Background: an optimization exercise with open tools, aiming at small area and a short achievable clock period. Do not read the settings as production practice.
In this exercise RTL edits were held to simulation tests only and were not proved equivalent to the original.
Power and IR drop assume default switching activity.

==> flow/config.mk <==
export PLATFORM = sky130hd
export DESIGN_NAME = rwm_core
export DESIGN_NICKNAME = rwm_core
export VERILOG_FILES = /design/flow/design.v
export SDC_FILE = /design/flow/constraint.sdc
export NUM_CORES = 4
export LEC_CHECK = 0
export CAP_MARGIN = 20
export CORE_MARGIN = 2
export CORE_UTILIZATION = 60
export CTS_CLUSTER_DIAMETER = 150
export CTS_CLUSTER_SIZE = 20
export SETUP_SLACK_MARGIN = 3.0
export SLEW_MARGIN = 20
==> flow/constraint.sdc <==
create_clock -name core_clock -period 5.5 [get_ports {afi_clk}]
set_input_delay 1.1000 -clock core_clock [delete_from_list [all_inputs] [get_ports {afi_clk}]]
set_output_delay 1.1000 -clock core_clock [all_outputs]
set_load 0.01 [all_outputs]
==> flow/design.v <==
package rwm_isa_pkg;
	localparam int INST_WIDTH = 20;
	localparam int INST_RET_BIT = 19;
	localparam int INST_RNW_BIT = 18;
	localparam int INST_JUMP_BIT = 15;
	localparam int INST_LOOP_SEL_BIT = 13;
	localparam int INST_AC_LSB = 7;
	localparam int INST_DO_LSB = 3;
	localparam int INST_DM_LSB = 0;
	localparam int NUM_LOOPS = 2;
	localparam int PC_BITS = 7;
	localparam int AC_ADDR_BITS = 6;
	localparam int LOOP_CNT_BITS = 8;
	localparam int CMD_CODE_BITS = 4;
	typedef logic [INST_WIDTH-1:0] inst_t;
	typedef logic [PC_BITS-1:0] pc_t;
	typedef logic [AC_ADDR_BITS-1:0] ac_addr_t;
	typedef logic [LOOP_CNT_BITS-1:0] loop_cnt_t;
	typedef logic [CMD_CODE_BITS-1:0] cmd_code_t;
	typedef logic [31:0] host_data_t;
	typedef logic [11:0] host_addr_t;
	localparam int CMD_CODE_LSB = 8;
	localparam cmd_code_t CMD_RUN = 4'd0;
	localparam cmd_code_t CMD_LOAD_CNTR = 4'd2;
	localparam cmd_code_t CMD_LOAD_JUMP = 4'd3;
	localparam cmd_code_t CMD_CLEAR_ERR = 4'd4;
	localparam cmd_code_t CMD_SET_CS_MASK = 4'd5;
	localparam cmd_code_t CMD_WRITE_INST = 4'd6;
	localparam cmd_code_t CMD_WRITE_AC = 4'd7;
	localparam int SI_WIDTH = 16;
	typedef logic [SI_WIDTH-1:0] sinst_t;
	localparam int SI_RET = 15;
	localparam int SI_RNW = 14;
	localparam int SI_JM_LSB = 10;
	localparam int SI_AC_LSB = 4;
	localparam int SI_DO_LSB = 0;
	function automatic sinst_t si_encode(input inst_t w);
		logic [1:0] j;
		j = w[INST_JUMP_BIT] ? (w[INST_LOOP_SEL_BIT] ? 2'b10 : 2'b01) : 2'b00;
		si_encode[SI_RET] = w[INST_RET_BIT];
		si_encode[SI_RNW] = w[INST_RNW_BIT];
		si_encode[SI_JM_LSB +: 4] = w[2] ? {2'b11, j} : {j, w[1:0]};
		si_encode[SI_AC_LSB +: 6] = w[INST_AC_LSB +: 6];
		si_encode[SI_DO_LSB +: 4] = w[INST_DO_LSB +: 4];
	endfunction
	function automatic logic [1:0] si_jfield(input sinst_t s);
		si_jfield = (s[SI_JM_LSB+3] && s[SI_JM_LSB+2]) ? s[SI_JM_LSB +: 2] : s[SI_JM_LSB+2 +: 2];
	endfunction
	function automatic logic [3:0] si_dm(input sinst_t s);
		logic m4;
		logic [1:0] m;
		m4 = s[SI_JM_LSB+3] && s[SI_JM_LSB+2];
		m = s[SI_JM_LSB +: 2];
		si_dm[0] = m4 || m[1] || m[0];
		si_dm[1] = m4 || m[1];
		si_dm[2] = m4 || (m[1] && m[0]);
		si_dm[3] = m4;
	endfunction
	localparam int ADDR_LOOPBACK_BIT = 7;
	localparam host_addr_t ADDR_STATUS_ERR = 12'd0;
	localparam host_addr_t ADDR_STATUS_PC = 12'd1;
	typedef enum logic [1:0] {
		IDLE,
		RUNNING,
		READING,
		DONE
	} cmd_state_t;
endpackage
package rwm_phy_pkg;
	localparam int AFI_RATIO = 2;
	localparam int DQ_WIDTH = 8;
	localparam int WORDS = 2 * AFI_RATIO;
	localparam int AC_BUS_WIDTH = 24;
	localparam int CS_BITS = AFI_RATIO;
	localparam int NUM_RANKS = 2;
	localparam int CHK_QUEUE_DEPTH = 4;
	localparam int AC_WORD_BITS = AC_BUS_WIDTH + CS_BITS;
	localparam int DM_CODE_BITS = 3;
	typedef logic [WORDS*DQ_WIDTH-1:0] wdata_t;
	typedef logic [WORDS-1:0] dm_t;
	typedef logic [DQ_WIDTH-1:0] err_word_t;
	typedef logic [AC_BUS_WIDTH-1:0] ac_bus_t;
	typedef logic [AC_WORD_BITS-1:0] ac_word_t;
	typedef logic [NUM_RANKS-1:0] cs_mask_t;
	typedef logic [CS_BITS*NUM_RANKS-1:0] cs_bus_t;
	typedef logic [WORDS-1:0] do_code_t;
	typedef logic [DM_CODE_BITS-1:0] dm_code_t;
	function automatic wdata_t do_pattern(input do_code_t code);
		for (int w = 0; w < WORDS; w++) begin
			do_pattern[w*DQ_WIDTH +: DQ_WIDTH] = {DQ_WIDTH{code[w]}};
		end
	endfunction
	function automatic dm_t dm_pattern(input dm_code_t code);
		for (int w = 0; w < WORDS; w++) begin
			dm_pattern[w] = (code > w);
		end
	endfunction
endpackage
`timescale 1ns/100ps
module rwm_host_frontend (
	input  logic                     afi_clk,
	input  logic                     afi_reset_n,
	input  rwm_isa_pkg::host_addr_t  host_addr_i,
	input  rwm_isa_pkg::host_data_t  host_wdata_i,
	input  logic                     cmd_write_i,
	input  logic                     cmd_read_i,
	input  logic                     ret_seen_i,
	input  rwm_isa_pkg::pc_t         pc_next_i,
	input  rwm_phy_pkg::err_word_t   err_next_i,
	input  logic [1:0]               phase_i,
	output logic                     cmd_done_o,
	output rwm_isa_pkg::host_data_t  host_rdata_o,
	output logic                     running_o,
	output logic                     run_start_o,
	output logic                     cntr_load_o,
	output logic                     jump_load_o,
	output logic                     inst_wr_o,
	output logic                     inst_we_o,
	output logic                     ac_we_o,
	output logic [11:0]              pa_o,
	output logic [25:0]              pd_o,
	output rwm_phy_pkg::cs_mask_t    cs_mask_o,
	output logic                     clear_err_o,
	output logic                     loopback_o
);
	logic cmd_write_r;
	logic cmd_read_r;
	logic st_run;
	logic st_read;
	logic st_done;
	logic idle;
	logic accept;
	logic w1, w2;
	logic [11:0] pa;
	logic [25:0] pd;
	logic [3:0] code;
	logic [7:0] rdata_q;
	logic acc_next;
	logic [3:0] code_next;
	logic s_run, s_cntr, s_jump, s_clear, s_cs, s_inst;
	logic st_run_next;
	logic st_read_next;
	logic st_done_next;
	logic idle_next;
	logic busy_next;
	logic [11:0] pa_next;
	logic pa_hold;
	logic wr_slot_next;
	logic inst_we_q;
	logic ac_we_q;
	always_ff @(posedge afi_clk or negedge afi_reset_n) begin
		if (!afi_reset_n) begin
			cmd_write_r <= 1'b0;
			cmd_read_r <= 1'b0;
		end else begin
			cmd_write_r <= cmd_write_i;
			cmd_read_r <= cmd_read_i;
		end
	end
	assign code = pa[11:8];
	assign pa_hold = (accept || w1 || w2) && !acc_next;
	assign pa_next = pa_hold ? pa : host_addr_i;
	always_ff @(posedge afi_clk) begin
		w1 <= accept;
		w2 <= w1;
		pa <= pa_next;
		if (!pa_hold) begin
			pd <= host_wdata_i[25:0];
		end
	end
	assign idle_next = idle ? (!accept && !cmd_read_i) : (st_done && !cmd_write_r && !cmd_read_r);
	assign acc_next = cmd_write_i && idle_next;
	assign code_next = pa_next[11:8];
	assign busy_next = acc_next || accept || w1 || w2;
	assign wr_slot_next = busy_next && (pa_next[1:0] == ~(phase_i + 2'd1));
	always_ff @(posedge afi_clk) begin
		inst_we_q <= wr_slot_next && (pa_next[11:8] == rwm_isa_pkg::CMD_WRITE_INST);
		ac_we_q <= wr_slot_next && (pa_next[11:8] == rwm_isa_pkg::CMD_WRITE_AC);
	end
	assign inst_we_o = inst_we_q;
	assign ac_we_o = ac_we_q;
	assign run_start_o = s_run;
	assign cntr_load_o = s_cntr;
	assign jump_load_o = s_jump;
	assign clear_err_o = s_clear;
	assign inst_wr_o = s_inst;
	always_comb begin
		st_run_next = st_run;
		st_read_next = st_read;
		st_done_next = st_done;
		if (idle) begin
			st_run_next = run_start_o;
			st_read_next = !run_start_o && cmd_read_i;
			st_done_next = !run_start_o && !cmd_read_i && accept;
		end else if (st_run) begin
			st_run_next = !ret_seen_i;
			st_done_next = ret_seen_i;
		end else if (st_read) begin
			st_read_next = 1'b0;
			st_done_next = 1'b1;
		end else if (!cmd_write_r && !cmd_read_r) begin
			st_done_next = 1'b0;
		end
	end
	always_ff @(posedge afi_clk or negedge afi_reset_n) begin
		if (!afi_reset_n) begin
			st_run <= 1'b0;
			st_read <= 1'b0;
			st_done <= 1'b0;
			idle <= 1'b1;
			accept <= 1'b0;
			s_run <= 1'b0;
			s_cntr <= 1'b0;
			s_jump <= 1'b0;
			s_clear <= 1'b0;
			s_cs <= 1'b0;
			s_inst <= 1'b0;
			cs_mask_o <= '0;
			loopback_o <= 1'b0;
		end else begin
			st_run <= st_run_next;
			st_read <= st_read_next;
			st_done <= st_done_next;
			idle <= idle_next;
			accept <= acc_next;
			s_run <= acc_next && (code_next == rwm_isa_pkg::CMD_RUN);
			s_cntr <= acc_next && (code_next == rwm_isa_pkg::CMD_LOAD_CNTR);
			s_jump <= acc_next && (code_next == rwm_isa_pkg::CMD_LOAD_JUMP);
			s_clear <= acc_next && (code_next == rwm_isa_pkg::CMD_CLEAR_ERR);
			s_cs <= acc_next && (code_next == rwm_isa_pkg::CMD_SET_CS_MASK);
			s_inst <= acc_next && (code_next == rwm_isa_pkg::CMD_WRITE_INST);
			if (s_cs) begin
				cs_mask_o <= pd[1:0];
			end
			if (run_start_o) begin
				loopback_o <= pa[rwm_isa_pkg::ADDR_LOOPBACK_BIT];
			end
		end
	end
	always_ff @(posedge afi_clk) begin
		if (host_addr_i == rwm_isa_pkg::ADDR_STATUS_ERR) begin
			rdata_q <= err_next_i;
		end else if (host_addr_i == rwm_isa_pkg::ADDR_STATUS_PC) begin
			rdata_q <= {1'b0, pc_next_i};
		end else begin
			rdata_q <= '0;
		end
	end
	assign host_rdata_o = {24'd0, rdata_q};
	assign cmd_done_o = st_done;
	assign running_o = st_run;
	assign pa_o = pa;
	assign pd_o = pd;
endmodule
`timescale 1ns/100ps
module rwm_sequencer (
	input  logic                    afi_clk,
	input  logic                    afi_reset_n,
	input  logic                    running_i,
	input  logic                    run_start_i,
	input  logic                    cntr_load_i,
	input  logic                    jump_load_i,
	input  logic                    inst_wr_i,
	input  logic                    inst_we_i,
	input  logic [11:0]             pa_i,
	input  logic [25:0]             pd_i,
	input  rwm_isa_pkg::pc_t        host_fa_i,
	output rwm_isa_pkg::sinst_t     op_o,
	output logic [15:0]             ac_ring_o,
	output logic [3:0]              ac_place_o,
	output logic                    ret_seen_o,
	output rwm_isa_pkg::pc_t        pc_next_o,
	output logic [1:0]              phase_o
);
	localparam int NR = 32;
	localparam int W = rwm_isa_pkg::SI_WIDTH;
	function automatic logic [31:0] onehot32(input logic [4:0] a);
		for (int i = 0; i < 32; i++) onehot32[i] = (a == i);
	endfunction
	function automatic logic [15:0] onehot16(input logic [3:0] a);
		for (int i = 0; i < 16; i++) onehot16[i] = (a == i);
	endfunction
	function automatic logic [3:0] onehot4(input logic [1:0] a);
		for (int i = 0; i < 4; i++) onehot4[i] = (a == i);
	endfunction
	logic [1:0] phase;
	logic [1:0] phase1;
	logic [NR*W-1:0] place_bus [4];
	rwm_isa_pkg::sinst_t wr_word;
	rwm_isa_pkg::sinst_t mem_rd;
	rwm_isa_pkg::pc_t fa_q;
	logic [NR-1:0] fa_ring_q;
	logic [3:0] fa_place_q;
	rwm_isa_pkg::pc_t pc_q;
	rwm_isa_pkg::sinst_t op_q;
	logic [15:0] ac_ring_q;
	logic [3:0] ac_place_q;
	rwm_isa_pkg::sinst_t inst_lp [2];
	logic lp_flag [2];
	logic lp_grab [2];
	rwm_isa_pkg::pc_t loop_ptr [2];
	rwm_isa_pkg::loop_cnt_t loop_init [2];
	rwm_isa_pkg::loop_cnt_t loop_cnt [2];
	logic loop_nz [2];
	logic op_ret;
	logic op_jump;
	logic loop_sel;
	logic jump_taken;
	logic [1:0] jf;
	rwm_isa_pkg::pc_t run_fa;
	rwm_isa_pkg::pc_t jmp_fa [2];
	logic [NR-1:0] host_ring, run_ring, seq_ring;
	logic [NR-1:0] jmp_ring [2];
	logic [3:0] host_place, run_place, seq_place;
	logic [3:0] jmp_place [2];
	logic [15:0] lp_ac_ring [2];
	logic [3:0] place_of [4];
	logic [3:0] lp_ac_place [2];
	always_ff @(posedge afi_clk) begin
		phase <= phase + 2'd1;
	end
	assign phase1 = phase + 2'd1;
	assign wr_word = rwm_isa_pkg::si_encode(pd_i[rwm_isa_pkg::INST_WIDTH-1:0]);
	for (genvar k = 0; k < NR; k++) begin : g_ring
		rwm_isa_pkg::sinst_t r0, r1, r2, r3;
		always_ff @(posedge afi_clk) begin
			if (inst_we_i && (pa_i[6:2] == k)) begin
				r0 <= wr_word;
			end else begin
				r0 <= r3;
			end
			r1 <= r0;
			r2 <= r1;
			r3 <= r2;
		end
		assign place_bus[0][k*W +: W] = r0;
		assign place_bus[1][k*W +: W] = r1;
		assign place_bus[2][k*W +: W] = r2;
		assign place_bus[3][k*W +: W] = r3;
	end
	rwm_isa_pkg::sinst_t place_rd [4];
	always_comb begin
		mem_rd = '0;
		for (int p = 0; p < 4; p++) begin
			place_rd[p] = '0;
			for (int k = 0; k < NR; k++) begin
				place_rd[p] = place_rd[p] | ({W{fa_ring_q[k]}} & place_bus[p][k*W +: W]);
			end
			mem_rd = mem_rd | ({W{fa_place_q[p]}} & place_rd[p]);
		end
	end
	assign jf = rwm_isa_pkg::si_jfield(op_q);
	assign loop_sel = jf[1];
	assign op_ret = running_i && op_q[rwm_isa_pkg::SI_RET];
	assign op_jump = running_i && (jf != 2'b00);
	assign jump_taken = op_jump && loop_nz[loop_sel];
	always_comb begin
		if (run_start_i) begin
			pc_next_o = pd_i[rwm_isa_pkg::PC_BITS-1:0];
		end else if (jump_taken) begin
			pc_next_o = loop_ptr[loop_sel];
		end else if (running_i && !op_ret) begin
			pc_next_o = fa_q;
		end else begin
			pc_next_o = pc_q;
		end
	end
	always_comb begin
		host_ring = onehot32(host_fa_i[6:2]);
		host_place = onehot4(host_fa_i[1:0] + phase1);
		run_fa = pd_i[rwm_isa_pkg::PC_BITS-1:0] + 1'b1;
		run_ring = onehot32(run_fa[6:2]);
		run_place = onehot4(run_fa[1:0] + phase1);
		for (int j = 0; j < 4; j++) place_of[j] = onehot4(2'(j) + phase1);
		for (int l = 0; l < 2; l++) begin
			jmp_fa[l] = loop_ptr[l] + 1'b1;
			jmp_ring[l] = onehot32(jmp_fa[l][6:2]);
			jmp_place[l] = onehot4(jmp_fa[l][1:0] + phase1);
			lp_ac_ring[l] = onehot16(inst_lp[l][rwm_isa_pkg::SI_AC_LSB+2 +: 4]);
			lp_ac_place[l] = place_of[inst_lp[l][rwm_isa_pkg::SI_AC_LSB +: 2]];
		end
		seq_ring = (fa_q[1:0] == 2'd3) ? {fa_ring_q[NR-2:0], fa_ring_q[NR-1]} : fa_ring_q;
		seq_place = {fa_place_q[1:0], fa_place_q[3:2]};
	end
	always_ff @(posedge afi_clk) begin
		if (jump_taken) begin
			op_q <= inst_lp[loop_sel];
			ac_ring_q <= lp_ac_ring[loop_sel];
			ac_place_q <= lp_ac_place[loop_sel];
		end else begin
			op_q <= mem_rd;
			ac_ring_q <= onehot16(mem_rd[rwm_isa_pkg::SI_AC_LSB+2 +: 4]);
			ac_place_q <= place_of[mem_rd[rwm_isa_pkg::SI_AC_LSB +: 2]];
		end
		if (run_start_i) begin
			fa_q <= run_fa;
			fa_ring_q <= run_ring;
			fa_place_q <= run_place;
		end else if (running_i && !op_ret) begin
			if (jump_taken) begin
				fa_q <= jmp_fa[loop_sel];
				fa_ring_q <= jmp_ring[loop_sel];
				fa_place_q <= jmp_place[loop_sel];
			end else begin
				fa_q <= fa_q + 1'b1;
				fa_ring_q <= seq_ring;
				fa_place_q <= seq_place;
			end
		end else begin
			fa_q <= host_fa_i;
			fa_ring_q <= host_ring;
			fa_place_q <= host_place;
		end
		for (int l = 0; l < 2; l++) begin
			if (inst_wr_i && (pa_i[rwm_isa_pkg::PC_BITS-1:0] == loop_ptr[l])) begin
				inst_lp[l] <= wr_word;
			end else if (lp_grab[l]) begin
				inst_lp[l] <= op_q;
			end else if (lp_flag[l] && (phase == 2'd0)) begin
				inst_lp[l] <= place_bus[0][W-1:0];
			end
		end
	end
	always_ff @(posedge afi_clk or negedge afi_reset_n) begin
		if (!afi_reset_n) begin
			pc_q <= '0;
			for (int l = 0; l < 2; l++) begin
				loop_ptr[l] <= '0;
				loop_init[l] <= '0;
				loop_cnt[l] <= '0;
				loop_nz[l] <= 1'b0;
				lp_flag[l] <= 1'b1;
				lp_grab[l] <= 1'b0;
			end
		end else begin
			pc_q <= pc_next_o;
			for (int l = 0; l < 2; l++) begin
				if (cntr_load_i && (pa_i[0] == l[0])) begin
					loop_init[l] <= pd_i[rwm_isa_pkg::LOOP_CNT_BITS-1:0];
					loop_cnt[l] <= pd_i[rwm_isa_pkg::LOOP_CNT_BITS-1:0];
					loop_nz[l] <= (pd_i[rwm_isa_pkg::LOOP_CNT_BITS-1:0] != '0);
				end else if (op_jump && (loop_sel == l[0])) begin
					loop_cnt[l] <= jump_taken ? loop_cnt[l] - 1'b1 : loop_init[l];
					loop_nz[l] <= jump_taken ? (loop_cnt[l] != 8'd1) : (loop_init[l] != '0);
				end
				lp_grab[l] <= jump_load_i && (pa_i[0] == l[0]);
				if (jump_load_i && (pa_i[0] == l[0])) begin
					loop_ptr[l] <= pd_i[rwm_isa_pkg::PC_BITS-1:0];
					lp_flag[l] <= 1'b0;
				end
			end
		end
	end
	assign op_o = op_q;
	assign ac_ring_o = ac_ring_q;
	assign ac_place_o = ac_place_q;
	assign ret_seen_o = op_ret;
	assign phase_o = phase;
endmodule
`timescale 1ns/100ps
module rwm_pattern_gen (
	input  logic                    afi_clk,
	input  logic                    afi_reset_n,
	input  logic                    op_valid_i,
	input  rwm_isa_pkg::sinst_t     op_i,
	input  logic                    ac_we_i,
	input  logic [15:0]             ac_ring_i,
	input  logic [3:0]              ac_place_i,
	input  logic [11:0]             pa_i,
	input  logic [25:0]             pd_i,
	input  rwm_phy_pkg::cs_mask_t   cs_mask_i,
	output rwm_phy_pkg::wdata_t     afi_wdata_o,
	output rwm_phy_pkg::dm_t        afi_dm_o,
	output rwm_phy_pkg::ac_bus_t    ac_bus_o,
	output rwm_phy_pkg::cs_bus_t    cs_bus_o,
	output logic                    wr_beat_o
);
	localparam int NR = 16;
	logic [NR*rwm_phy_pkg::AC_WORD_BITS-1:0] place_bus [4];
	rwm_phy_pkg::ac_word_t ac_word;
	rwm_phy_pkg::cs_bus_t cs_next;
	for (genvar k = 0; k < NR; k++) begin : g_ring
		rwm_phy_pkg::ac_word_t r0, r1, r2, r3;
		always_ff @(posedge afi_clk) begin
			if (ac_we_i && (pa_i[5:2] == k)) begin
				r0 <= pd_i[rwm_phy_pkg::AC_WORD_BITS-1:0];
			end else begin
				r0 <= r3;
			end
			r1 <= r0;
			r2 <= r1;
			r3 <= r2;
		end
		assign place_bus[0][k*rwm_phy_pkg::AC_WORD_BITS +: rwm_phy_pkg::AC_WORD_BITS] = r0;
		assign place_bus[1][k*rwm_phy_pkg::AC_WORD_BITS +: rwm_phy_pkg::AC_WORD_BITS] = r1;
		assign place_bus[2][k*rwm_phy_pkg::AC_WORD_BITS +: rwm_phy_pkg::AC_WORD_BITS] = r2;
		assign place_bus[3][k*rwm_phy_pkg::AC_WORD_BITS +: rwm_phy_pkg::AC_WORD_BITS] = r3;
	end
	rwm_phy_pkg::ac_word_t place_rd [4];
	always_comb begin
		ac_word = '0;
		for (int p = 0; p < 4; p++) begin
			place_rd[p] = '0;
			for (int k = 0; k < NR; k++) begin
				place_rd[p] = place_rd[p] | ({rwm_phy_pkg::AC_WORD_BITS{ac_ring_i[k]}} &
					place_bus[p][k*rwm_phy_pkg::AC_WORD_BITS +: rwm_phy_pkg::AC_WORD_BITS]);
			end
			ac_word = ac_word | ({rwm_phy_pkg::AC_WORD_BITS{ac_place_i[p]}} & place_rd[p]);
		end
	end
	always_comb begin
		for (int p = 0; p < rwm_phy_pkg::CS_BITS; p++) begin
			for (int r = 0; r < rwm_phy_pkg::NUM_RANKS; r++) begin
				cs_next[p*rwm_phy_pkg::NUM_RANKS + r] = ac_word[rwm_phy_pkg::AC_BUS_WIDTH + p] | cs_mask_i[r];
			end
		end
	end
	always_ff @(posedge afi_clk or negedge afi_reset_n) begin
		if (!afi_reset_n) begin
			cs_bus_o <= '1;
			wr_beat_o <= 1'b0;
		end else begin
			cs_bus_o <= op_valid_i ? cs_next : '1;
			wr_beat_o <= op_valid_i && op_i[rwm_isa_pkg::SI_RNW];
		end
	end
	always_ff @(posedge afi_clk) begin
		if (op_valid_i) begin
			afi_wdata_o <= rwm_phy_pkg::do_pattern(op_i[rwm_isa_pkg::SI_DO_LSB +: rwm_phy_pkg::WORDS]);
			afi_dm_o <= rwm_isa_pkg::si_dm(op_i);
			ac_bus_o <= ac_word[rwm_phy_pkg::AC_BUS_WIDTH-1:0];
		end else begin
			afi_wdata_o <= '0;
			afi_dm_o <= '0;
			ac_bus_o <= '0;
		end
	end
endmodule
`timescale 1ns/100ps
module rwm_read_checker (
	input  logic                    afi_clk,
	input  logic                    afi_reset_n,
	input  logic                    op_valid_i,
	input  rwm_isa_pkg::sinst_t     op_i,
	input  rwm_phy_pkg::wdata_t     rdata_i,
	input  logic                    rdata_valid_i,
	input  logic                    clear_err_i,
	output rwm_phy_pkg::err_word_t  err_word_o,
	output rwm_phy_pkg::err_word_t  err_next_o
);
	rwm_phy_pkg::do_code_t code_q [rwm_phy_pkg::CHK_QUEUE_DEPTH];
	logic [$clog2(rwm_phy_pkg::CHK_QUEUE_DEPTH)-1:0] wr_ptr;
	logic [$clog2(rwm_phy_pkg::CHK_QUEUE_DEPTH)-1:0] rd_ptr;
	logic [$clog2(rwm_phy_pkg::CHK_QUEUE_DEPTH):0] count;
	logic push;
	logic pop;
	rwm_phy_pkg::wdata_t expected;
	rwm_phy_pkg::wdata_t diff;
	rwm_phy_pkg::err_word_t mismatch;
	rwm_phy_pkg::err_word_t err_q;
	assign push = op_valid_i && op_i[rwm_isa_pkg::SI_RNW] &&
		(count != rwm_phy_pkg::CHK_QUEUE_DEPTH);
	assign pop = rdata_valid_i && (count != '0);
	assign expected = rwm_phy_pkg::do_pattern(code_q[rd_ptr]);
	assign diff = rdata_i ^ expected;
	always_comb begin
		mismatch = '0;
		for (int b = 0; b < rwm_phy_pkg::DQ_WIDTH; b++) begin
			for (int w = 0; w < rwm_phy_pkg::WORDS; w++) begin
				mismatch[b] |= diff[w*rwm_phy_pkg::DQ_WIDTH + b];
			end
		end
	end
	always_ff @(posedge afi_clk) begin
		if (push) begin
			code_q[wr_ptr] <= op_i[rwm_isa_pkg::SI_DO_LSB +: rwm_phy_pkg::WORDS];
		end
	end
	always_ff @(posedge afi_clk or negedge afi_reset_n) begin
		if (!afi_reset_n) begin
			wr_ptr <= '0;
			rd_ptr <= '0;
			count <= '0;
			err_q <= '0;
		end else if (clear_err_i) begin
			wr_ptr <= '0;
			rd_ptr <= '0;
			count <= '0;
			err_q <= '0;
		end else begin
			if (push) begin
				wr_ptr <= wr_ptr + 1'b1;
			end
			if (pop) begin
				rd_ptr <= rd_ptr + 1'b1;
				err_q <= err_q | mismatch;
			end
			case ({push, pop})
				2'b10: count <= count + 1'b1;
				2'b01: count <= count - 1'b1;
				default: count <= count;
			endcase
		end
	end
	assign err_word_o = err_q;
	always_comb begin
		if (clear_err_i) begin
			err_next_o = '0;
		end else if (pop) begin
			err_next_o = err_q | mismatch;
		end else begin
			err_next_o = err_q;
		end
	end
endmodule
`timescale 1ns/100ps
module rwm_core (
	input  logic                     afi_clk,
	input  logic                     afi_reset_n,
	input  rwm_isa_pkg::host_addr_t  host_addr_i,
	input  rwm_isa_pkg::host_data_t  host_wdata_i,
	input  logic                     cmd_write_i,
	input  logic                     cmd_read_i,
	input  rwm_phy_pkg::wdata_t      afi_rdata_i,
	input  logic                     afi_rdata_valid_i,
	output rwm_isa_pkg::host_data_t  host_rdata_o,
	output logic                     cmd_done_o,
	output rwm_phy_pkg::wdata_t      afi_wdata_o,
	output rwm_phy_pkg::dm_t         afi_dm_o,
	output rwm_phy_pkg::ac_bus_t     ac_bus_o,
	output rwm_phy_pkg::cs_bus_t     cs_bus_o
);
	logic running;
	logic run_start;
	logic cntr_load;
	logic jump_load;
	logic inst_wr;
	logic inst_we;
	logic ac_we;
	logic [15:0] ac_ring;
	logic [3:0] ac_place;
	logic [11:0] pa;
	logic [25:0] pd;
	rwm_phy_pkg::cs_mask_t cs_mask;
	logic clear_err;
	logic loopback;
	logic ret_seen;
	rwm_isa_pkg::pc_t pc_next;
	rwm_phy_pkg::err_word_t err_word;
	rwm_phy_pkg::err_word_t err_next;
	rwm_isa_pkg::sinst_t op;
	logic [1:0] phase;
	rwm_phy_pkg::wdata_t wdata;
	logic wr_beat;
	rwm_phy_pkg::wdata_t chk_rdata;
	logic chk_valid;
	rwm_host_frontend u_frontend (
		.afi_clk(afi_clk), .afi_reset_n(afi_reset_n),
		.host_addr_i(host_addr_i), .host_wdata_i(host_wdata_i),
		.cmd_write_i(cmd_write_i), .cmd_read_i(cmd_read_i),
		.ret_seen_i(ret_seen), .pc_next_i(pc_next), .err_next_i(err_next), .phase_i(phase),
		.cmd_done_o(cmd_done_o), .host_rdata_o(host_rdata_o),
		.running_o(running), .run_start_o(run_start),
		.cntr_load_o(cntr_load), .jump_load_o(jump_load),
		.inst_wr_o(inst_wr), .inst_we_o(inst_we), .ac_we_o(ac_we),
		.pa_o(pa), .pd_o(pd),
		.cs_mask_o(cs_mask), .clear_err_o(clear_err), .loopback_o(loopback)
	);
	rwm_sequencer u_sequencer (
		.afi_clk(afi_clk), .afi_reset_n(afi_reset_n),
		.running_i(running), .run_start_i(run_start),
		.cntr_load_i(cntr_load), .jump_load_i(jump_load),
		.inst_wr_i(inst_wr), .inst_we_i(inst_we),
		.pa_i(pa), .pd_i(pd), .host_fa_i(host_wdata_i[rwm_isa_pkg::PC_BITS-1:0]),
		.op_o(op), .ac_ring_o(ac_ring), .ac_place_o(ac_place), .ret_seen_o(ret_seen), .pc_next_o(pc_next), .phase_o(phase)
	);
	rwm_pattern_gen u_pattern_gen (
		.afi_clk(afi_clk), .afi_reset_n(afi_reset_n),
		.op_valid_i(running), .op_i(op),
		.ac_we_i(ac_we), .ac_ring_i(ac_ring), .ac_place_i(ac_place),
		.pa_i(pa), .pd_i(pd),
		.cs_mask_i(cs_mask), .afi_wdata_o(wdata), .afi_dm_o(afi_dm_o),
		.ac_bus_o(ac_bus_o), .cs_bus_o(cs_bus_o), .wr_beat_o(wr_beat)
	);
	assign chk_rdata = loopback ? wdata : afi_rdata_i;
	assign chk_valid = loopback ? wr_beat : afi_rdata_valid_i;
	rwm_read_checker u_read_checker (
		.afi_clk(afi_clk), .afi_reset_n(afi_reset_n),
		.op_valid_i(running), .op_i(op),
		.rdata_i(chk_rdata), .rdata_valid_i(chk_valid),
		.clear_err_i(clear_err), .err_word_o(err_word), .err_next_o(err_next)
	);
	assign afi_wdata_o = wdata;
endmodule
==> flow/run.sh <==
#!/bin/bash
# synth_recipe.tcl (not shown) runs the flow's synth.tcl, then flattens the netlist and writes it again
# the make line also repeats each setting of config.mk as NAME=value (left out here)
make -C /OpenROAD-flow-scripts/flow DESIGN_CONFIG=/design/flow/config.mk WORK_HOME=/design/flow/orfs CLKGATE_MAP_FILE= SYNTH_SCRIPT=/design/flow/synth_recipe.tcl finish
==> results of run 1 <==
kinds of logic (layout without fill, tap and decap cells):
family / Yosys count / in the layout
AND/OR/NAND/NOR: 1055 / 1057
multiplexers: 925 / 925
adder cells (fa/ha/maj): 26 / 26
XOR/XNOR: 79 / 79
buffers and inverters: 825 / 1037
AO/OA/AOI/OAI: 2471 / 2472
other: 1 / 34
flip-flops: 4018 / 4018
synth_stat cells, drive strengths merged, types with 16 or more instances:
cell type,instances,area [um^2]
dfxtp,3811,76290
nand2,254,953.4
and3,16,100.1
mux2,848,9549
o41ai,66,660.6
o21ai,186,930.9
dfrtp,88,2202
nor3,29,145.1
a32oi,46,402.9
nand3,175,875.8
a22o,388,3398
a31oi,25,156.4
nor4,16,112.6
inv,40,155.1
mux2i,67,670.6
xor2,42,367.9
xnor2,37,324.1
ha,25,312.8
nand4,304,1914
buf,349,2105
clkbuf,434,1632
nor2b,23,143.9
edfxtp,112,3363
a21oi,131,678.2
a221oi,389,3407
and2,20,125.1
nor2,159,596.8
o21a,26,195.2
a22oi,1129,8541
power by group through the flow:
stage / registers, mW / logic [mW] / clock network, mW
after CTS: 29.7 / 1.90 / 16.7
final: 29.7 / 2.11 / 16.7
after floorplan: 30.2 / 1.05 / 0
after detailed placement: 30.4 / 1.66 / 0
after global placement: 30.4 / 1.65 / 0
after global routing: 29.7 / 2.17 / 17.7
what timing repair did:
action / in CTS / in global routing
resized for setup: 794 / 258
buffers inserted: 225 / 100
setup endpoints to repair: 1143 / 384
pin swaps: 130 / 109
gates cloned: 20 / 19
metrics by stage:
stage	hold slack, ns	setup WS, ns	util (%)
finish	0.1974	2.550	68.50
global route	0.2188	2.545	68.49
CTS	0.1722	2.544	67.24
detailed placement	0.3359	1.618	61.98
global placement	0.3317	1.610	61.93
floorplan	0.3308	3.008	-
how the worst max path moves through the flow:
| stage | cells after the start | end | slack [ns] |
|---|---|---|---|
| 2_1_floorplan | 8 | u_read_checker.count[2] | 3.01 |
| 3_3_place_gp | 6 | u_frontend.pd[25] | 1.61 |
| 3_5_place_dp | 6 | u_frontend.pd[25] | 1.62 |
| 4_1_cts | 5 | afi_wdata_o[0] | 2.54 |
| 5_1_grt | 10 | u_sequencer.ac_ring_q[4] | 2.54 |
| 6_report | 9 | u_sequencer.ac_ring_q[4] | 2.55 |
state kept, by name (all words and copies together), names as in the netlist, 26 cells and up:
| signal | cells |
|---|---|
| u_sequencer.inst_lp | 32 |
| u_sequencer.g_ring.r0 | 512 |
| u_sequencer.fa_ring_q | 32 |
| u_sequencer.g_ring.r3 | 512 |
| u_sequencer.g_ring.r1 | 512 |
| u_sequencer.g_ring.r2 | 512 |
| u_pattern_gen.g_ring.r1 | 416 |
| u_pattern_gen.g_ring.r0 | 416 |
| u_pattern_gen.g_ring.r3 | 416 |
| u_pattern_gen.g_ring.r2 | 416 |
| u_frontend.pd | 26 |
layout make-up:
cell class / count / area [um^2]
inverters: 42 / 178.9
well taps: 2672 / 3343
repair buffers: 717 / 8508
multi-input cells: 4583 / 38290
clock inverters: 11 / 186.4
flip-flops and latches: 4018 / 82170
clock buffers: 266 / 5731
repair inverters: 1 / 7.507
diodes: 10 / 25.02
fillers: 14457 / 63670
layer usage:
layer,part of all wire (%),up-vias
met3,8.8,1222
met4,6.9,6
met5,0.027,-
li1,-,35372
met2,46,4911
met1,39,42164
==> results_dict.tcl, run 1 <==
set metrics [dict create \
    period_share_pct 53.64 \
    grt-ovfl-total 0 \
    period_needed_ns 2.950 \
    synth_top_family_by_area "compound AO/OA/AOI/OAI gates" \
    clk_pin_slew_worst_paths_ns 0.09 \
    instances_no_fill 12320 \
    tritoncts "done" \
    final_area_um2 138400 \
    p_sw_share_pct 22.84 \
    cp-start-kind "register" \
    use_met3_pct 6.822 \
    crit_chain "buf_12 -> a22oi_1 -> nand4_1 -> o41ai_2 -> nand4_4 -> a21oi_4 -> clkinv_4 -> buf_6 -> nor4b_2" \
    endpoint_kind "register" \
    start_util_pct 60.33 \
    portBuffers 147 \
    dp.cells 11668 \
    ant_nets 0 \
    synth-main-ff-cell "dfxtp_1" \
    clock_latency_ns 0.90 \
    peakVddDrop_mv 0.3385 \
    viasPerCell 6.792 \
    yosysWarnings 21 \
    setup_tns_ns 0 \
    fp.coreArea_um2 202100 \
    clockBufferDepth 3 \
    r2r_end "u_sequencer.ac_ring_q[4]" \
    ys_seq_area_share_pct 67.28 \
    syn-instance-count 9400 \
    yosysUniqueCellTypes 84 \
    drc 0 \
    cp.required_ns 6.27 \
    synth_simple_gate_area_share_pct 4.474 \
    clock-root-buffer "clkbuf_16" \
    cts_buffers 218 \
    critPathMaxStageDelay_ns 0.48 \
    drive_above_1_share_pct 22.54 \
    syn_avg_cell_area_um2 12.97 \
    seq_power_share_pct 61.3 \
    layout_commonest_cell "dfxtp_1" \
    crit_family "compound AO/OA/AOI/OAI gates" \
    grt_busiest_layer "met2" \
    place_area_um2 125300 \
    status "finished clean" \
    total_power_mw 48.49 \
    powerDensity_nw_per_um2 350.3 \
    die_height_um 454.8 \
    setup_viol 0 \
    final_nets 9688 \
    synth_fa_ha_area_share_pct 0.2729 \
    relSlewSlack_pct 19.98 \
    grt_first_pass_wirelength_um 586300 \
    synth_compound_area_share_pct 15.64 \
    startpoint "u_sequencer.fa_ring_q[23]" \
    io_pins 178 \
    die_x_um 454.8 \
    slowest_stage "o41ai_2" \
    drtIter0Drc 10448 \
    worstPathArrival_ns 3.72 \
    die_area_um2 206800 \
    grt_use_met1_pct 50.41 \
    reg2reg_depth 9 \
    synth_edf_count 112 \
    p_sw_mw 11.08 \
    dr.pass1.iters 6 \
    grt_util_met2_pct 62.53 \
    grt_start_max_net_pins 66 \
    crit_type "reg2reg" \
    synthMuxAreaShare_pct 8.566 \
    wl_per_cell_um 34.79 \
    vias 83675 \
    cts_htree_levels 4 \
    drt-total-wl_um 428600 \
    antenna_found_initial 8 \
    hp-class "in2async" \
    rsz0062_at_grt "true" \
    cp_max_fo 65 \
    worst_slew_pin_slew_ns 1.200 \
    p_leak_nw 53.09 \
    comb_power_share_pct 4.4 \
    r2r_setup_slack_ns 2.55 \
    rr_startpoint "u_sequencer.fa_ring_q[23]" \
    p_int_mw 37.42 \
    power.clock.fraction_pct 34.4 \
    place_hpwl_um 241400 \
    async_reset_ff_share_pct 2.364 \
    fmax_mhz 338.9 \
    cp_num_buf_inv 3 \
    first_global_vias 81726 \
    slew_viol_final 0 \
    synth.cell_area_um2 121900 \
    rows 165 \
    final_cell_mix "3,768 x dfxtp_1, 1,005 x a22oi_1, 834 x mux2_2" \
    synth_xor_area_share_pct 0.5674 \
    area_delta_synth_final_pct 13.54 \
    clkSinkCount 4018 \
    hold_viol_final 0 \
    hold_buffers 0 \
    ys_ff_latch 4018 \
    track_usage_pct 39.17 \
    skew_ns 0.04021 \
    cap_violations 0 \
    place.gp.congestion 0.9446 \
]
==> run 2, diff against run 1 <==
--- a/flow/design.v
+++ b/flow/design.v
@@ -117,6 +117,8 @@
 	output logic                     inst_wr_o,
 	output logic                     inst_we_o,
 	output logic                     ac_we_o,
+	output logic                     inst_keep_o,
+	output logic                     ac_keep_o,
 	output logic [11:0]              pa_o,
 	output logic [25:0]              pd_o,
 	output rwm_phy_pkg::cs_mask_t    cs_mask_o,
@@ -148,6 +150,8 @@
 	logic wr_slot_next;
 	logic inst_we_q;
 	logic ac_we_q;
+	logic inst_keep_q;
+	logic ac_keep_q;
 	always_ff @(posedge afi_clk or negedge afi_reset_n) begin
 		if (!afi_reset_n) begin
 			cmd_write_r <= 1'b0;
@@ -176,9 +180,13 @@
 	always_ff @(posedge afi_clk) begin
 		inst_we_q <= wr_slot_next && (pa_next[11:8] == rwm_isa_pkg::CMD_WRITE_INST);
 		ac_we_q <= wr_slot_next && (pa_next[11:8] == rwm_isa_pkg::CMD_WRITE_AC);
+		inst_keep_q <= !(wr_slot_next && (pa_next[11:8] == rwm_isa_pkg::CMD_WRITE_INST));
+		ac_keep_q <= !(wr_slot_next && (pa_next[11:8] == rwm_isa_pkg::CMD_WRITE_AC));
 	end
 	assign inst_we_o = inst_we_q;
 	assign ac_we_o = ac_we_q;
+	assign inst_keep_o = inst_keep_q;
+	assign ac_keep_o = ac_keep_q;
 	assign run_start_o = s_run;
 	assign cntr_load_o = s_cntr;
 	assign jump_load_o = s_jump;
@@ -262,6 +270,7 @@
 	input  logic                    jump_load_i,
 	input  logic                    inst_wr_i,
 	input  logic                    inst_we_i,
+	input  logic                    inst_keep_i,
 	input  logic [11:0]             pa_i,
 	input  logic [25:0]             pd_i,
 	input  rwm_isa_pkg::pc_t        host_fa_i,
@@ -323,12 +332,11 @@
 	assign wr_word = rwm_isa_pkg::si_encode(pd_i[rwm_isa_pkg::INST_WIDTH-1:0]);
 	for (genvar k = 0; k < NR; k++) begin : g_ring
 		rwm_isa_pkg::sinst_t r0, r1, r2, r3;
+		logic wsel, keep;
+		assign wsel = inst_we_i && (pa_i[6:2] == k);
+		assign keep = inst_keep_i || (pa_i[6:2] != k);
 		always_ff @(posedge afi_clk) begin
-			if (inst_we_i && (pa_i[6:2] == k)) begin
-				r0 <= wr_word;
-			end else begin
-				r0 <= r3;
-			end
+			r0 <= ({W{keep}} & r3) | ({W{wsel}} & wr_word);
 			r1 <= r0;
 			r2 <= r1;
 			r3 <= r2;
@@ -464,6 +472,7 @@
 	input  logic                    op_valid_i,
 	input  rwm_isa_pkg::sinst_t     op_i,
 	input  logic                    ac_we_i,
+	input  logic                    ac_keep_i,
 	input  logic [15:0]             ac_ring_i,
 	input  logic [3:0]              ac_place_i,
 	input  logic [11:0]             pa_i,
@@ -481,12 +490,12 @@
 	rwm_phy_pkg::cs_bus_t cs_next;
 	for (genvar k = 0; k < NR; k++) begin : g_ring
 		rwm_phy_pkg::ac_word_t r0, r1, r2, r3;
+		logic wsel, keep;
+		assign wsel = ac_we_i && (pa_i[5:2] == k);
+		assign keep = ac_keep_i || (pa_i[5:2] != k);
 		always_ff @(posedge afi_clk) begin
-			if (ac_we_i && (pa_i[5:2] == k)) begin
-				r0 <= pd_i[rwm_phy_pkg::AC_WORD_BITS-1:0];
-			end else begin
-				r0 <= r3;
-			end
+			r0 <= ({rwm_phy_pkg::AC_WORD_BITS{keep}} & r3) |
+				({rwm_phy_pkg::AC_WORD_BITS{wsel}} & pd_i[rwm_phy_pkg::AC_WORD_BITS-1:0]);
 			r1 <= r0;
 			r2 <= r1;
 			r3 <= r2;
@@ -637,6 +646,8 @@
 	logic inst_wr;
 	logic inst_we;
 	logic ac_we;
+	logic inst_keep;
+	logic ac_keep;
 	logic [15:0] ac_ring;
 	logic [3:0] ac_place;
 	logic [11:0] pa;
@@ -663,6 +674,7 @@
 		.running_o(running), .run_start_o(run_start),
 		.cntr_load_o(cntr_load), .jump_load_o(jump_load),
 		.inst_wr_o(inst_wr), .inst_we_o(inst_we), .ac_we_o(ac_we),
+		.inst_keep_o(inst_keep), .ac_keep_o(ac_keep),
 		.pa_o(pa), .pd_o(pd),
 		.cs_mask_o(cs_mask), .clear_err_o(clear_err), .loopback_o(loopback)
 	);
@@ -670,14 +682,14 @@
 		.afi_clk(afi_clk), .afi_reset_n(afi_reset_n),
 		.running_i(running), .run_start_i(run_start),
 		.cntr_load_i(cntr_load), .jump_load_i(jump_load),
-		.inst_wr_i(inst_wr), .inst_we_i(inst_we),
+		.inst_wr_i(inst_wr), .inst_we_i(inst_we), .inst_keep_i(inst_keep),
 		.pa_i(pa), .pd_i(pd), .host_fa_i(host_wdata_i[rwm_isa_pkg::PC_BITS-1:0]),
 		.op_o(op), .ac_ring_o(ac_ring), .ac_place_o(ac_place), .ret_seen_o(ret_seen), .pc_next_o(pc_next), .phase_o(phase)
 	);
 	rwm_pattern_gen u_pattern_gen (
 		.afi_clk(afi_clk), .afi_reset_n(afi_reset_n),
 		.op_valid_i(running), .op_i(op),
-		.ac_we_i(ac_we), .ac_ring_i(ac_ring), .ac_place_i(ac_place),
+		.ac_we_i(ac_we), .ac_keep_i(ac_keep), .ac_ring_i(ac_ring), .ac_place_i(ac_place),
 		.pa_i(pa), .pd_i(pd),
 		.cs_mask_i(cs_mask), .afi_wdata_o(wdata), .afi_dm_o(afi_dm_o),
 		.ac_bus_o(ac_bus_o), .cs_bus_o(cs_bus_o), .wr_beat_o(wr_beat)
==> run 2 against run 1 <==
Still clean. Combinational power increased by 11%. Clock skew decreased by 0.0069 ns. Die area decreased by 1.5%. Power is 0.34% higher. Core utilization up 0.24 points. Sequential power is essentially flat. Sequential cell count up 2. Synthesized cell count grew 2.3%. Critical path depth is 1 lower. Final area down 0.97%. Clock-buffer cell count is 8 lower. Cell count rose by 1.4%. Largest power group unchanged.
==> results_dict.tcl, run 2 <==
set metrics [dict create \
    syn_avg_cell_area_um2 12.49 \
    drc 0 \
    grt_first_pass_wirelength_um 669600 \
    worstPathArrival_ns 3.86 \
    cts_htree_levels 4 \
    grt_start_max_net_pins 66 \
    cap_violations 0 \
    antenna_found_initial 52 \
    final_util_pct 68.74 \
    crit_type "reg2reg" \
    synth_edf_count 112 \
    async_reset_ff_share_pct 2.363 \
    instances_no_fill 12490 \
    dp.cells 11842 \
    final_cell_mix "3,765 x dfxtp_1, 1,142 x a22o_1, 1,111 x a22oi_1" \
    cts_buffers 218 \
    rr_startpoint "u_sequencer.fa_ring_q[27]" \
    area_delta_synth_final_pct 14.13 \
    place.gp.congestion 1.003 \
    grt-ovfl-total 0 \
    ys_ff_latch 4020 \
    status "finished clean" \
    portBuffers 147 \
    cp.required_ns 6.29 \
    synth.cell_area_um2 120100 \
    track_usage_pct 46.67 \
    synth_top_area_share_pct 63.54 \
    syn-instance-count 9617 \
    io_pins 178 \
    endpoint_kind "register" \
    layout_commonest_cell "dfxtp_1" \
    tritoncts "done" \
    setup_tns_ns 0 \
    clkSinkCount 4020 \
    final_nets 9853 \
    synthMostInstantiatedCell "dfxtp_1" \
    hold_buffers 0 \
    rsz0062_at_grt "true" \
    synth-main-ff-cell "dfxtp_1" \
    fmax_mhz 326.0 \
    start_util_pct 60.23 \
    powerDensity_nw_per_um2 354.9 \
    ys_seq_area_share_pct 68.33 \
    relSlewSlack_pct 21.50 \
    first_global_vias 86112 \
    drtIter0Drc 16093 \
    die_area_um2 203800 \
    r2r_end "u_sequencer.op_q[11]" \
    place_hpwl_um 289900 \
    worst_slew_pin_slew_ns 1.175 \
    synth_area_leaders "dfxtp_1 64%, a22o_1 8.4%, a22oi_1 7.6%, edfxtp_1 2.8%, a221oi_1 2.5%" \
    clockBufferDepth 3 \
    period_needed_ns 3.067 \
    fp.coreArea_um2 199500 \
    die_height_um 451.4 \
    ant_nets 0 \
    cp-start-kind "register" \
    rows 164 \
    yosysWarnings 21 \
    clk_pin_slew_worst_paths_ns 0.09 \
    yosys.area.top_type "dfxtp_1" \
    total_power_mw 48.66 \
    hold_viol_final 0 \
    viasPerCell 7.424 \
    hp-class "in2async" \
    clock_latency_ns 0.93 \
    drt-total-wl_um 497100 \
    drive_above_1_share_pct 14.68 \
    peakVddDrop_mv 0.3683 \
    cp_max_fo 21 \
    yosysUniqueCellTypes 81 \
    clock-root-buffer "clkbuf_16" \
    setup_viol 0 \
    wl_per_cell_um 39.80 \
    reg2reg_depth 8 \
    skew_ns 0.03333 \
    vias 92722 \
    dr.pass1.iters 7 \
    r2r_setup_slack_ns 2.43 \
    die_x_um 451.4 \
    period_share_pct 55.77 \
    p_leak_nw 51.35 \
    synth_common_cells "3,813 x dfxtp_1, 1,212 x a22oi_1, 1,147 x a22o_1, 567 x clkbuf_1, 369 x nand2_1" \
    slew_viol_final 0 \
]
[run 2: critical path: stages (launching register included)]
cell,delay (ns)
edfxtp_1,0.43
buf_12,0.19
buf_4,0.18
buf_6,0.20
a22oi_1,0.21
nand4_1,0.19
o41ai_2,0.38
nand4_1,0.68
o21a_1,0.43
[run 2: cells by family after synthesis]
logic type	after synthesis	share of synthesized area [%]
flops	4020	68.33
fa+ha+maj	26	0.2771
simple gates	1176	4.983
compound gates	3279	21.52
mux	125	1.155
buf+inv	908	3.133
xor+xnor	82	0.5979
other cells	1	0.003122
[run 2: worst max path at each step]
stage                     cells past startpoint                           from                   end
final                                         8      u_sequencer.fa_ring_q[27]  u_sequencer.op_q[11]
after global routing                          9       u_sequencer.fa_ring_q[5]  u_sequencer.op_q[11]
after CTS                                     1  u_pattern_gen.afi_wdata_o[24]       afi_wdata_o[24]
after detailed placement                      6                     cmd_read_i     u_frontend.pd[22]
after global placement                        6                     cmd_read_i     u_frontend.pd[22]
after floorplan                               6                     cmd_read_i  u_frontend.inst_we_q
[run 2: report_power, final]
group,switching (mW),internal (mW)
combinational,1.61,0.722
sequential,0.326,29.4
clock,9.32,7.23
total,11.3,37.4
[run 2: cell type report]
type / instances / area (um^2)
Sequential cell: 4020 / 82220
Timing Repair Buffer: 746 / 8582
Antenna cell: 43 / 107.6
Clock inverter: 7 / 102.6
Clock buffer: 258 / 5669
Tap cell: 2656 / 3323
Fill cell: 14490 / 62350
Multi-Input combinational cell: 4717 / 36910
Inverter: 43 / 182.7
[run 2: layer usage]
metal / up-vias / wire length [um] / GRT usage (%) / share of wire (%)
li1: 36587 / - / - / -
met1: 46219 / 188600 / 63.36 / 38
met2: 8162 / 196700 / 63.42 / 40
met3: 1728 / 78330 / 18.05 / 16
met4: 26 / 33200 / 26.21 / 6.7
met5: - / 296 / 0.3032 / 0.060
[run 2: repair_timing]
action                     in CTS  in global routing
cloned                         28                  4
setup endpoints to repair    1094                549
pin swaps                     128                115
buffers inserted              228                 80
gates resized for setup       797                264
[run 2: through the flow]
step,instance area (um^2),setup WS (ns),hold slack [ns]
2_1_floorplan,120200,2.909,0.3308
3_3_place_gp,123900,1.851,0.3323
3_5_place_dp,124000,1.831,0.3354
4_1_cts,135100,2.770,0.1771
5_1_grt,137000,2.531,0.2260
6_report,137100,2.433,0.1983
==> run 3, diff against run 2 <==
--- a/flow/design.v
+++ b/flow/design.v
@@ -275,8 +275,8 @@
 	input  logic [25:0]             pd_i,
 	input  rwm_isa_pkg::pc_t        host_fa_i,
 	output rwm_isa_pkg::sinst_t     op_o,
-	output logic [15:0]             ac_ring_o,
-	output logic [3:0]              ac_place_o,
+	output logic [3:0]              ac_hi_o,
+	output logic [3:0]              ac_mid_o,
 	output logic                    ret_seen_o,
 	output rwm_isa_pkg::pc_t        pc_next_o,
 	output logic [1:0]              phase_o
@@ -302,8 +302,8 @@
 	logic [3:0] fa_place_q;
 	rwm_isa_pkg::pc_t pc_q;
 	rwm_isa_pkg::sinst_t op_q;
-	logic [15:0] ac_ring_q;
-	logic [3:0] ac_place_q;
+	logic [3:0] ac_hi_q;
+	logic [3:0] ac_mid_q;
 	rwm_isa_pkg::sinst_t inst_lp [2];
 	logic lp_flag [2];
 	logic lp_grab [2];
@@ -316,15 +316,11 @@
 	logic loop_sel;
 	logic jump_taken;
 	logic [1:0] jf;
-	rwm_isa_pkg::pc_t run_fa;
 	rwm_isa_pkg::pc_t jmp_fa [2];
-	logic [NR-1:0] host_ring, run_ring, seq_ring;
+	logic [NR-1:0] host_ring, seq_ring;
 	logic [NR-1:0] jmp_ring [2];
-	logic [3:0] host_place, run_place, seq_place;
+	logic [3:0] host_place, seq_place;
 	logic [3:0] jmp_place [2];
-	logic [15:0] lp_ac_ring [2];
-	logic [3:0] place_of [4];
-	logic [3:0] lp_ac_place [2];
 	always_ff @(posedge afi_clk) begin
 		phase <= phase + 2'd1;
 	end
@@ -376,16 +372,10 @@
 	always_comb begin
 		host_ring = onehot32(host_fa_i[6:2]);
 		host_place = onehot4(host_fa_i[1:0] + phase1);
-		run_fa = pd_i[rwm_isa_pkg::PC_BITS-1:0] + 1'b1;
-		run_ring = onehot32(run_fa[6:2]);
-		run_place = onehot4(run_fa[1:0] + phase1);
-		for (int j = 0; j < 4; j++) place_of[j] = onehot4(2'(j) + phase1);
 		for (int l = 0; l < 2; l++) begin
 			jmp_fa[l] = loop_ptr[l] + 1'b1;
 			jmp_ring[l] = onehot32(jmp_fa[l][6:2]);
 			jmp_place[l] = onehot4(jmp_fa[l][1:0] + phase1);
-			lp_ac_ring[l] = onehot16(inst_lp[l][rwm_isa_pkg::SI_AC_LSB+2 +: 4]);
-			lp_ac_place[l] = place_of[inst_lp[l][rwm_isa_pkg::SI_AC_LSB +: 2]];
 		end
 		seq_ring = (fa_q[1:0] == 2'd3) ? {fa_ring_q[NR-2:0], fa_ring_q[NR-1]} : fa_ring_q;
 		seq_place = {fa_place_q[1:0], fa_place_q[3:2]};
@@ -393,18 +383,14 @@
 	always_ff @(posedge afi_clk) begin
 		if (jump_taken) begin
 			op_q <= inst_lp[loop_sel];
-			ac_ring_q <= lp_ac_ring[loop_sel];
-			ac_place_q <= lp_ac_place[loop_sel];
+			ac_hi_q <= onehot4(inst_lp[loop_sel][rwm_isa_pkg::SI_AC_LSB+4 +: 2]);
+			ac_mid_q <= onehot4(inst_lp[loop_sel][rwm_isa_pkg::SI_AC_LSB+2 +: 2]);
 		end else begin
 			op_q <= mem_rd;
-			ac_ring_q <= onehot16(mem_rd[rwm_isa_pkg::SI_AC_LSB+2 +: 4]);
-			ac_place_q <= place_of[mem_rd[rwm_isa_pkg::SI_AC_LSB +: 2]];
+			ac_hi_q <= onehot4(mem_rd[rwm_isa_pkg::SI_AC_LSB+4 +: 2]);
+			ac_mid_q <= onehot4(mem_rd[rwm_isa_pkg::SI_AC_LSB+2 +: 2]);
 		end
-		if (run_start_i) begin
-			fa_q <= run_fa;
-			fa_ring_q <= run_ring;
-			fa_place_q <= run_place;
-		end else if (running_i && !op_ret) begin
+		if (run_start_i || (running_i && !op_ret)) begin
 			if (jump_taken) begin
 				fa_q <= jmp_fa[loop_sel];
 				fa_ring_q <= jmp_ring[loop_sel];
@@ -460,8 +446,8 @@
 		end
 	end
 	assign op_o = op_q;
-	assign ac_ring_o = ac_ring_q;
-	assign ac_place_o = ac_place_q;
+	assign ac_hi_o = ac_hi_q;
+	assign ac_mid_o = ac_mid_q;
 	assign ret_seen_o = op_ret;
 	assign phase_o = phase;
 endmodule
@@ -473,8 +459,9 @@
 	input  rwm_isa_pkg::sinst_t     op_i,
 	input  logic                    ac_we_i,
 	input  logic                    ac_keep_i,
-	input  logic [15:0]             ac_ring_i,
-	input  logic [3:0]              ac_place_i,
+	input  logic [3:0]              ac_hi_i,
+	input  logic [3:0]              ac_mid_i,
+	input  logic [1:0]              phase_i,
 	input  logic [11:0]             pa_i,
 	input  logic [25:0]             pd_i,
 	input  rwm_phy_pkg::cs_mask_t   cs_mask_i,
@@ -506,15 +493,19 @@
 		assign place_bus[3][k*rwm_phy_pkg::AC_WORD_BITS +: rwm_phy_pkg::AC_WORD_BITS] = r3;
 	end
 	rwm_phy_pkg::ac_word_t place_rd [4];
+	logic [NR-1:0] ac_ring;
+	logic [1:0] ac_place;
 	always_comb begin
+		for (int k = 0; k < NR; k++) ac_ring[k] = ac_hi_i[k/4] && ac_mid_i[k%4];
+		ac_place = op_i[rwm_isa_pkg::SI_AC_LSB +: 2] + phase_i;
 		ac_word = '0;
 		for (int p = 0; p < 4; p++) begin
 			place_rd[p] = '0;
 			for (int k = 0; k < NR; k++) begin
-				place_rd[p] = place_rd[p] | ({rwm_phy_pkg::AC_WORD_BITS{ac_ring_i[k]}} &
+				place_rd[p] = place_rd[p] | ({rwm_phy_pkg::AC_WORD_BITS{ac_ring[k]}} &
 					place_bus[p][k*rwm_phy_pkg::AC_WORD_BITS +: rwm_phy_pkg::AC_WORD_BITS]);
 			end
-			ac_word = ac_word | ({rwm_phy_pkg::AC_WORD_BITS{ac_place_i[p]}} & place_rd[p]);
+			ac_word = ac_word | ({rwm_phy_pkg::AC_WORD_BITS{ac_place == p}} & place_rd[p]);
 		end
 	end
 	always_comb begin
@@ -648,8 +639,8 @@
 	logic ac_we;
 	logic inst_keep;
 	logic ac_keep;
-	logic [15:0] ac_ring;
-	logic [3:0] ac_place;
+	logic [3:0] ac_hi;
+	logic [3:0] ac_mid;
 	logic [11:0] pa;
 	logic [25:0] pd;
 	rwm_phy_pkg::cs_mask_t cs_mask;
@@ -684,12 +675,12 @@
 		.cntr_load_i(cntr_load), .jump_load_i(jump_load),
 		.inst_wr_i(inst_wr), .inst_we_i(inst_we), .inst_keep_i(inst_keep),
 		.pa_i(pa), .pd_i(pd), .host_fa_i(host_wdata_i[rwm_isa_pkg::PC_BITS-1:0]),
-		.op_o(op), .ac_ring_o(ac_ring), .ac_place_o(ac_place), .ret_seen_o(ret_seen), .pc_next_o(pc_next), .phase_o(phase)
+		.op_o(op), .ac_hi_o(ac_hi), .ac_mid_o(ac_mid), .ret_seen_o(ret_seen), .pc_next_o(pc_next), .phase_o(phase)
 	);
 	rwm_pattern_gen u_pattern_gen (
 		.afi_clk(afi_clk), .afi_reset_n(afi_reset_n),
 		.op_valid_i(running), .op_i(op),
-		.ac_we_i(ac_we), .ac_keep_i(ac_keep), .ac_ring_i(ac_ring), .ac_place_i(ac_place),
+		.ac_we_i(ac_we), .ac_keep_i(ac_keep), .ac_hi_i(ac_hi), .ac_mid_i(ac_mid), .phase_i(phase),
 		.pa_i(pa), .pd_i(pd),
 		.cs_mask_i(cs_mask), .afi_wdata_o(wdata), .afi_dm_o(afi_dm_o),
 		.ac_bus_o(ac_bus_o), .cs_bus_o(cs_bus_o), .wr_beat_o(wr_beat)
==> run 3 against run 2 <==
Critical endpoint is now u_sequencer.op_q[14]. Synthesized area is 1.0% lower. Die area is 1.0% lower. First-iteration DRC count is 9.9% higher. Still clean. Largest power group unchanged. Setup slack better by 0.16 ns. Hold slack better by 0.054 ns. Global-route usage is 1.7 points higher. Combinational power is 5% higher.
==> results_dict.tcl, run 3 <==
set metrics [dict create \
    worstPathArrival_ns 3.71 \
    critPathMaxStageDelay_ns 0.56 \
    rr_startpoint "u_sequencer.fa_ring_q[15]" \
    cts_buffers 218 \
    total_power_mw 48.91 \
    crit_type "reg2reg" \
    synthMostInstantiatedCell "dfxtp_1" \
    synth-main-ff-cell "dfxtp_1" \
    slowest_stage "nand4_1" \
    hold_buffers 0 \
    grt-ovfl-total 0 \
    status "finished clean" \
    ys_ff_latch 4008 \
    fp.coreArea_um2 197000 \
    place_hpwl_um 262100 \
    worst_slack_ns 2.592 \
    grt_start_max_net_pins 66 \
    whs_ns 0.2527 \
    p_leak_nw 50.37 \
    async_reset_ff_share_pct 2.370 \
    period_needed_ns 2.909 \
    drt-total-wl_um 519700 \
    slew_viol_final 0 \
    hold_viol_final 0 \
    nFillCells 14444 \
    start_util_pct 60.33 \
    seq_power_share_pct 60.8 \
    r2r_setup_slack_ns 2.59 \
    drc 0 \
    ys_seq_area_share_pct 68.85 \
    p_sw_mw 11.53 \
    endpoint_kind "register" \
    clock_latency_ns 0.93 \
    period_share_pct 52.88 \
    io_pins 178 \
    skew_ns 0.03359 \
    tritoncts "done" \
    relSlewSlack_pct 24.66 \
    clockBufferDepth 3 \
    dr.pass1.iters 10 \
    drive_above_1_share_pct 14.03 \
    yosysUniqueCellTypes 78 \
    cp.required_ns 6.30 \
    synth_top_area_share_pct 64.02 \
    drtIter0Drc 17689 \
    worst_slew_pin_slew_ns 1.130 \
    final_nets 9674 \
    first_global_vias 86685 \
    cts_htree_levels 4 \
    reg2reg_depth 7 \
    viasPerCell 7.585 \
    synth_common_cells "3,801 x dfxtp_1, 1,176 x a22oi_1, 1,138 x a22o_1, 560 x clkbuf_1, 412 x nand2_1" \
    yosysWarnings 18 \
    p_int_mw 37.37 \
    rows 163 \
    syn_avg_cell_area_um2 12.53 \
    setup_viol 0 \
    track_usage_pct 48.40 \
    syn-instance-count 9488 \
    fmax_mhz 343.8 \
    ant_nets 0 \
    cap_violations 0 \
    layout_commonest_cell "dfxtp_1" \
    synth.cell_area_um2 118900 \
    r2r_end "u_sequencer.op_q[14]" \
    area_delta_synth_final_pct 13.41 \
    synth_area_leaders "dfxtp_1 64%, a22o_1 8.4%, a22oi_1 7.4%, edfxtp_1 2.8%, a221oi_1 2.4%" \
    synth_edf_count 112 \
    powerDensity_nw_per_um2 362.8 \
    grt_first_pass_wirelength_um 684500 \
    power.clock.fraction_pct 34.2 \
    setup_tns_ns 0 \
    portBuffers 147 \
    cp_max_fo 30 \
    crit_family "compound AO/OA/AOI/OAI gates" \
    clkSinkCount 4008 \
    place.gp.congestion 0.9596 \
    hp-class "in2async" \
    final_util_pct 68.43 \
    final_cell_mix "3,760 x dfxtp_1, 1,130 x a22o_1, 1,088 x a22oi_1" \
    clk_pin_slew_worst_paths_ns 0.09 \
    vias 93319 \
    cp-start-kind "register" \
    die_x_um 449.1 \
    die_area_um2 201700 \
    comb_power_share_pct 5.0 \
    clock-root-buffer "clkbuf_16" \
    place_ws_ns 1.871 \
    yosys.area.top_type "dfxtp_1" \
    rsz0062_at_grt "true" \
    wl_per_cell_um 42.24 \
    antenna_found_initial 46 \
    peakVddDrop_mv 0.3295 \
    die_height_um 449.1 \
    p_sw_share_pct 23.58 \
    crit_chain "buf_12 -> a22o_1 -> a221oi_1 -> nand3_1 -> o41ai_2 -> nand4_1 -> o21a_1" \
    cp_num_buf_inv 1 \
]
run 3: final cells by class:
class                      count  area, um^2  area share (%)
sequential                  4008       81950           60.79
multi-input combinational   4655       35770           26.53
antenna                       39       97.59         0.07240
timing repair buffer         656        7631           5.661
clock buffer                 256        5683           4.216
clock inverter                12       197.7          0.1466
inverter                      35       163.9          0.1216
timing repair inverter         2       13.76         0.01021
tap                         2640        3303           2.450
run 3: worst max path at each step:
stage | start | to | slack, ns | cells after the start
after global routing | u_sequencer.fa_ring_q[15] | u_sequencer.op_q[14] | 2.68 | 7
final | u_sequencer.fa_ring_q[15] | u_sequencer.op_q[14] | 2.59 | 7
after detailed placement | cmd_read_i | u_frontend.inst_keep_q | 1.87 | 10
after global placement | cmd_read_i | u_frontend.inst_keep_q | 1.89 | 10
after CTS | u_pattern_gen.afi_wdata_o[15] | afi_wdata_o[14] | 2.71 | 3
after floorplan | cmd_read_i | u_frontend.inst_keep_q | 2.81 | 9
run 3: logic make-up (layout without fill, tap and decap cells):
family / after synthesis / after routing / share of synthesized area, %
flops: 4008 / 4008 / 68.85
other cells: 1 / 63 / 0.003155
simple gates: 1202 / 1237 / 5.062
mux: 95 / 95 / 0.9084
buf+inv: 883 / 961 / 3.046
compound gates: 3207 / 3207 / 21.39
fa+ha+maj: 17 / 17 / 0.1853
xor+xnor: 75 / 75 / 0.5526
run 3: worst reg2reg max path, cell delays in order, from the launching register on:
cell and delay (ns):
edfxtp_1 0.46, buf_12 0.21, a22o_1 0.48, a221oi_1 0.23, nand3_1 0.17, o41ai_2 0.30
nand4_1 0.56, o21a_1 0.39
run 3: metal layers:
layer / up-vias / part of all wire, % / global-route usage [%]
li1: 35876 / - / -
met1: 46052 / 36 / 64.50
met2: 9171 / 39 / 64.66
met3: 2176 / 17 / 21.28
met4: 44 / 7.3 / 28.38
met5: - / 0.12 / 0
run 3: power groups by stage:
stage	logic [mW]	registers (mW)	clock network [mW]
6_report	2.46	29.7	16.7
5_1_grt	2.45	29.7	17.6
4_1_cts	2.15	29.7	16.5
3_5_place_dp	1.79	30.4	0
3_3_place_gp	1.77	30.4	0
2_1_floorplan	1.16	30.2	0
run 3: what timing repair did:
item	4_1_cts	5_1_grt
setup buffers	170	63
hold endpoints to repair	0	0
setup endpoints to repair	779	313
pin swaps	95	124
cloned	72	24
resized for setup	717	217
run 3: per-stage QoR:
| stage | cell area [um^2] | cells |
|---|---|---|
| after global placement | 122400 | 11667 |
| final | 134800 | 12303 |
| after CTS | 132700 | 12177 |
| after detailed placement | 122400 | 11667 |
| after global routing | 134700 | 12269 |
| after floorplan | 119000 | 9511 |

port drivers added, routing unchanged:
No port has a modelled driver above. Below, the same layouts with a new extraction and two added sets of constraints. Step 1 sets driving cells, clkbuf_16 on the clock port and buf_2 on the other inputs (assumed; they add their load-dependent delay and slew). Step 2 times the ports against the registers' clock, not the clock port: input delays grow and output delays shrink by t, the midpoint of the rising clock arrivals with the driver on. a / b / c = ideal ports / drivers / drivers and shift; a / b = the first two.
run | t, ns | setup slack, ns | latest minus earliest clock arrival (ns)
run 1 | 0.969 | 2.550 / 2.538 / 2.220 | 0.043 / 0.044
run 2 | 1.011 | 2.433 / 2.433 / 2.196 | 0.043 / 0.043
run 3 | 0.997 | 2.591 / 2.592 / 2.161 | 0.044 / 0.043
After both steps every run listed still meets setup and hold. The setup slack of run 3, which loses most, moves by +0.001 ns with the drivers and by -0.430 ns with both steps.
